Context: an optimization exercise on an open-source flow, tuned for small area and a short achievable clock period. The choices shown serve that exercise and are no tape-out recipe. RTL that was checked went through simulation tests only; none was proved equivalent to the original. Power is estimated from default activity; no workload was simulated.

==> v37: inputs <==
==> flow/design.v <==
module reg_file_direct_backend #(
  parameter int unsigned REGISTER_WIDTH = 32,
  parameter int unsigned NUM_REGISTERS  = 24,
  parameter logic [NUM_REGISTERS*REGISTER_WIDTH-1:0] RESET_VALUES = {
    32'h0000_0000, 32'h0000_0000, 32'hFFFF_FFFF, 32'h0000_0000,
    32'h0000_0000, 32'h8000_0001, 32'h0000_0000, 32'h0000_0000,
    32'h0000_0000, 32'h0000_0000, 32'h0000_00FF, 32'h0000_0000,
    32'h0000_0000, 32'h0000_0000, 32'h0BAD_F00D, 32'h0000_0000,
    32'h0000_0000, 32'h0000_0000, 32'h0000_0000, 32'h0000_0000,
    32'hDEAD_BEEF, 32'h0000_0000, 32'h0000_0000, 32'h0000_0000
  },
  parameter logic [NUM_REGISTERS-1:0] RO_MASK = 24'h02_0012,
  parameter int unsigned ADDR_W = $clog2(NUM_REGISTERS)
) (
  input  logic                        clk,
  input  logic                        rst,
  input  logic [NUM_REGISTERS*REGISTER_WIDTH-1:0] write_data,
  input  logic [NUM_REGISTERS-1:0]    write_req,
  output logic [NUM_REGISTERS*REGISTER_WIDTH-1:0] read_data,
  input  logic                        bus_req,
  input  logic                        bus_we,
  input  logic [ADDR_W-1:0]           bus_addr,
  input  logic [REGISTER_WIDTH-1:0]   bus_wdata,
  input  logic [REGISTER_WIDTH/8-1:0] bus_wstrb,
  output logic                        bus_ack,
  output logic                        bus_err,
  output logic [REGISTER_WIDTH-1:0]   bus_rdata,
  output logic [NUM_REGISTERS-1:0]    reg_updated
);
  localparam int unsigned NUM_BYTES = REGISTER_WIDTH / 8;
  logic [NUM_REGISTERS-1:0][REGISTER_WIDTH-1:0] regs_q, regs_d;
  logic [NUM_REGISTERS-1:0]                     upd_q, upd_d;
  logic                                         resp_q;
  logic                                         err_q;
  logic [REGISTER_WIDTH-1:0]                    rdata_q, rdata_d;
  logic [NUM_REGISTERS-1:0] dsel;      
  logic [NUM_REGISTERS-1:0] asel;      
  logic [NUM_REGISTERS-1:0] bwr;       
  logic                     addr_ok;
  logic                     conflict;
  logic                     bus_wr;
  logic [NUM_REGISTERS-1:0] rsel;      
  assign read_data = regs_q;
  assign addr_ok   = (32'(bus_addr) < NUM_REGISTERS);
  assign dsel      = write_req & ~RO_MASK;
  assign bus_wr    = ~resp_q & bus_req & bus_we;
  always_comb begin
    for (int unsigned i = 0; i < NUM_REGISTERS; i++) begin
      asel[i] = (bus_addr == ADDR_W'(i));
      bwr[i]  = bus_wr & asel[i];
      rsel[i] = ~bus_we & asel[i];
    end
    conflict = |(asel & dsel);
  end
  for (genvar k = 0; k < REGISTER_WIDTH; k++) begin : g_rbit
    logic [NUM_REGISTERS-1:0] col;
    for (genvar i = 0; i < NUM_REGISTERS; i++) begin : g_col
      assign col[i] = regs_q[i][k];
    end
    reg_file_read_bit u_read (.sel(rsel), .col(col), .d(rdata_d[k]));
  end
  logic [NUM_REGISTERS-1:0][NUM_BYTES-1:0] bsel, hsel;
  always_comb begin
    for (int unsigned i = 0; i < NUM_REGISTERS; i++) begin
      for (int unsigned b = 0; b < NUM_BYTES; b++) begin
        bsel[i][b] = ~dsel[i] & bwr[i] & bus_wstrb[b];
        hsel[i][b] = ~dsel[i] & ~(bwr[i] & bus_wstrb[b]);
      end
    end
  end
  for (genvar i = 0; i < NUM_REGISTERS; i++) begin : g_reg
    for (genvar k = 0; k < REGISTER_WIDTH; k++) begin : g_bit
      if (RO_MASK[i]) begin : g_ro
        reg_file_bit_next_ro u_next (
          .bs (bsel[i][k/8]),
          .hs (hsel[i][k/8]),
          .bd (bus_wdata[k]),
          .q  (regs_q[i][k]),
          .d  (regs_d[i][k])
        );
      end else begin : g_rw
        reg_file_bit_next u_next (
          .ds (dsel[i]),
          .bs (bsel[i][k/8]),
          .hs (hsel[i][k/8]),
          .wd (write_data[i*REGISTER_WIDTH + k]),
          .bd (bus_wdata[k]),
          .q  (regs_q[i][k]),
          .d  (regs_d[i][k])
        );
      end
    end
  end
  assign upd_d = dsel | bwr;
  always_ff @(posedge clk or posedge rst) begin
    if (rst) begin
      regs_q <= RESET_VALUES;
      upd_q  <= '0;
      resp_q <= 1'b0;
    end else begin
      regs_q <= regs_d;
      upd_q  <= upd_d;
      resp_q <= ~resp_q & bus_req & ~(bus_we & addr_ok & conflict);
    end
  end
  always_ff @(posedge clk) begin
    err_q   <= ~addr_ok;
    rdata_q <= rdata_d;
  end
  assign bus_ack     = resp_q;
  assign bus_err     = err_q;
  assign bus_rdata   = rdata_q;
  assign reg_updated = upd_q;
endmodule
module reg_file_bit_next (
  input  logic ds,
  input  logic bs,
  input  logic hs,
  input  logic wd,
  input  logic bd,
  input  logic q,
  output logic d
);
  assign d = (ds & wd) | (bs & bd) | (hs & q);
endmodule
module reg_file_bit_next_ro (
  input  logic bs,
  input  logic hs,
  input  logic bd,
  input  logic q,
  output logic d
);
  assign d = (bs & bd) | (hs & q);
endmodule
module reg_file_read_bit (
  input  logic [23:0] sel,
  input  logic [23:0] col,
  output logic        d
);
  logic [7:0] grp_n;
  for (genvar g = 0; g < 8; g++) begin : g_grp
    reg_file_read_grp u_grp (.sel(sel[3*g +: 3]), .col(col[3*g +: 3]), .y_n(grp_n[g]));
  end
  assign d = ~&grp_n;
endmodule
module reg_file_read_grp (
  input  logic [2:0] sel,
  input  logic [2:0] col,
  output logic       y_n
);
  assign y_n = ~|(sel & col);
endmodule
==> flow/run.sh <==
#!/bin/bash
# synth_recipe.tcl (not shown) runs the flow's synth.tcl, then flattens the netlist and writes it again
# the make line also repeats each setting of config.mk as NAME=value (left out here)
make -C /OpenROAD-flow-scripts/flow DESIGN_CONFIG=/design/flow/config.mk WORK_HOME=/design/flow/orfs CLKGATE_MAP_FILE= SYNTH_SCRIPT=/design/flow/synth_recipe.tcl finish
==> flow/config.mk <==
export PLATFORM = sky130hd
export DESIGN_NAME = reg_file_direct_backend
export DESIGN_NICKNAME = reg_file_direct_backend
export VERILOG_FILES = /design/flow/design.v
export SDC_FILE = /design/flow/constraint.sdc
export NUM_CORES = 4
export LEC_CHECK = 0
export CAP_MARGIN = 20
export CORE_AREA = 5 5 455 455
export DIE_AREA = 0 0 460 460
export SLEW_MARGIN = 20
export SYNTH_HIERARCHICAL = 1
==> flow/constraint.sdc <==
create_clock -name core_clock -period 3.6 [get_ports {clk}]
set_input_delay 0.7200 -clock core_clock [delete_from_list [all_inputs] [get_ports {clk}]]
set_output_delay 0.7200 -clock core_clock [all_outputs]
set_load 0.01 [all_outputs]
==> v11 (differences from v37) <==
==> flow/design.v (replaced) <==
module reg_file_direct_backend #(
  parameter int unsigned REGISTER_WIDTH = 32,
  parameter int unsigned NUM_REGISTERS  = 24,
  parameter logic [NUM_REGISTERS*REGISTER_WIDTH-1:0] RESET_VALUES = {
    32'h0000_0000, 32'h0000_0000, 32'hFFFF_FFFF, 32'h0000_0000,
    32'h0000_0000, 32'h8000_0001, 32'h0000_0000, 32'h0000_0000,
    32'h0000_0000, 32'h0000_0000, 32'h0000_00FF, 32'h0000_0000,
    32'h0000_0000, 32'h0000_0000, 32'h0BAD_F00D, 32'h0000_0000,
    32'h0000_0000, 32'h0000_0000, 32'h0000_0000, 32'h0000_0000,
    32'hDEAD_BEEF, 32'h0000_0000, 32'h0000_0000, 32'h0000_0000
  },
  parameter logic [NUM_REGISTERS-1:0] RO_MASK = 24'h02_0012,
  parameter int unsigned ADDR_W = $clog2(NUM_REGISTERS)
) (
  input  logic                        clk,
  input  logic                        rst,
  input  logic [NUM_REGISTERS*REGISTER_WIDTH-1:0] write_data,
  input  logic [NUM_REGISTERS-1:0]    write_req,
  output logic [NUM_REGISTERS*REGISTER_WIDTH-1:0] read_data,
  input  logic                        bus_req,
  input  logic                        bus_we,
  input  logic [ADDR_W-1:0]           bus_addr,
  input  logic [REGISTER_WIDTH-1:0]   bus_wdata,
  input  logic [REGISTER_WIDTH/8-1:0] bus_wstrb,
  output logic                        bus_ack,
  output logic                        bus_err,
  output logic [REGISTER_WIDTH-1:0]   bus_rdata,
  output logic [NUM_REGISTERS-1:0]    reg_updated
);
  localparam int unsigned NUM_BYTES = REGISTER_WIDTH / 8;
  localparam logic [0:0] StIdle = 1'b0;
  localparam logic [0:0] StResp = 1'b1;
  logic [NUM_REGISTERS-1:0][REGISTER_WIDTH-1:0] regs_q, regs_d;
  logic [NUM_REGISTERS-1:0]                     upd_q, upd_d;
  logic [0:0]                                   state_q, state_d;
  logic                                         err_q, err_d;
  logic [REGISTER_WIDTH-1:0]                    rdata_q, rdata_d;
  logic                      addr_ok;
  logic                      conflict;
  logic                      accept;
  logic                      bus_wr_commit;
  logic [REGISTER_WIDTH-1:0] sel_data;
  logic [REGISTER_WIDTH-1:0] byte_mask;
  assign read_data = regs_q;
  generate
    if ((1 << ADDR_W) > NUM_REGISTERS) begin : g_range
      assign addr_ok = (32'(bus_addr) < NUM_REGISTERS);
    end else begin : g_full
      assign addr_ok = 1'b1;
    end
  endgenerate
  always_comb begin
    sel_data = '0;
    conflict = 1'b0;
    for (int unsigned i = 0; i < NUM_REGISTERS; i++) begin
      if (bus_addr == ADDR_W'(i)) begin
        sel_data = regs_q[i];
        conflict = write_req[i] & ~RO_MASK[i];
      end
    end
  end
  always_comb begin
    byte_mask = '0;
    for (int unsigned b = 0; b < NUM_BYTES; b++) begin
      byte_mask[b*8 +: 8] = {8{bus_wstrb[b]}};
    end
  end
  assign accept        = (state_q == StIdle) & bus_req & ~(bus_we & addr_ok & conflict);
  assign bus_wr_commit = accept & bus_we & addr_ok;
  always_comb begin
    regs_d = regs_q;
    upd_d  = '0;
    for (int unsigned i = 0; i < NUM_REGISTERS; i++) begin
      if (write_req[i] && !RO_MASK[i]) begin
        regs_d[i] = write_data[i*REGISTER_WIDTH +: REGISTER_WIDTH];
        upd_d[i]  = 1'b1;
      end
    end
    for (int unsigned i = 0; i < NUM_REGISTERS; i++) begin
      if (bus_wr_commit && (bus_addr == ADDR_W'(i))) begin
        regs_d[i] = (regs_q[i] & ~byte_mask) | (bus_wdata & byte_mask);
        upd_d[i]  = 1'b1;
      end
    end
  end
  always_comb begin
    state_d = state_q;
    err_d   = err_q;
    rdata_d = rdata_q;
    case (state_q)
      StIdle: begin
        if (accept) begin
          state_d = StResp;
          err_d   = ~addr_ok;
          rdata_d = (bus_we || !addr_ok) ? '0 : sel_data;
        end
      end
      StResp: begin
        state_d = StIdle;
        err_d   = 1'b0;
        rdata_d = '0;
      end
      default: begin
        state_d = StIdle;
      end
    endcase
  end
  always_ff @(posedge clk or posedge rst) begin
    if (rst) begin
      regs_q  <= RESET_VALUES;
      upd_q   <= '0;
      state_q <= StIdle;
      err_q   <= 1'b0;
      rdata_q <= '0;
    end else begin
      regs_q  <= regs_d;
      upd_q   <= upd_d;
      state_q <= state_d;
      err_q   <= err_d;
      rdata_q <= rdata_d;
    end
  end
  assign bus_ack     = (state_q == StResp);
  assign bus_err     = err_q;
  assign bus_rdata   = rdata_q;
  assign reg_updated = upd_q;
endmodule
- CORE_AREA: 5 5 455 455 -> 10 10 590 590
- DIE_AREA: 0 0 460 460 -> 0 0 600 600
- SYNTH_HIERARCHICAL: 1 -> not set
==> impl_metrics.csv <==
group,metric,value,unit
run_status,status,"complete, no violations",
die,chipHeight,600,um
cells_and_area,clk_share,0.0528,
logic_synthesis,synth_commonest_cells,"dfrtp_1 (745), nand2b_1 (716), o221a_2 (633)",
cells_and_area,final_cell_mix,"clkdlybuf4s50_1 (1535), dfrtp_1 (745), nand2b_1 (704)",
die,fp.dieW,600,um
logic_synthesis,synth_area_leaders,"dfrtp_1 (42%), o221a_2 (16%), nand2b_1 (10%), dfstp_2 (4.8%), mux2_2 (3.1%)",
power,p_comb_frac,0.272,
cells_and_area,final_util,0.227,
placement,place_ws,-0.985,ns
cells_and_area,signal_buffers,2339,
critical_path,worstRegToRegCells,9,
routing,firstDrtPassIters,8,
Source of the figures above: v11

==> impl_metrics.csv <==
group,metric,value,unit
logic_synthesis,synth_area_leaders,"dfrtp_1 (49%), a222oi_1 (26%), inv_1 (7.0%), dfstp_2 (5.9%), a22o_1 (2.3%)",
die,fp.dieW,460,um
cells_and_area,final_util,0.310,
placement,place_ws,-0.310,ns
run_status,status,"complete, no violations",
logic_synthesis,synth_commonest_cells,"a222oi_1 (928), dfrtp_1 (712), inv_1 (676)",
power,p_comb_frac,0.213,
die,chipHeight,460,um
routing,firstDrtPassIters,13,
Source of the figures above: v37

Only the layout flow was run in v37; the RTL was not checked for function there.

what the ideal ports hide:
In the flow no input, the clock included, has a driving cell. The finished layouts below were timed again as built, in two steps.
Step 1 assumes that a clkbuf_16 drives the clock port and a buf_2 every other input.
Step 2 adds t to the input delays and takes it off the output delays; t is the mean of the earliest and latest rising clock arrival at the registers after step 1. Input paths then give back, and output paths get back, about the clock's delay inside the block.
Three values: no drivers, after step 1, after step 2; two values: the first two.
run | t (ns) | slack for setup (ns) | worst setup path after step 2 | clock arrival spread, ns | cell pins on the clock port's net
v37 | 0.839 | 0.335 / 0.271 / -0.568 | input to register | 0.046 / 0.046 | 1
v11 | 0.957 | 0.347 / 0.259 / -0.651 | input to register | 0.094 / 0.094 | 1
Met with ideal ports but missed after step 2: setup timing in v37 and v11. For v11, which loses most, drivers alone change the setup slack by -0.088 ns; drivers and shift together by -0.998 ns.
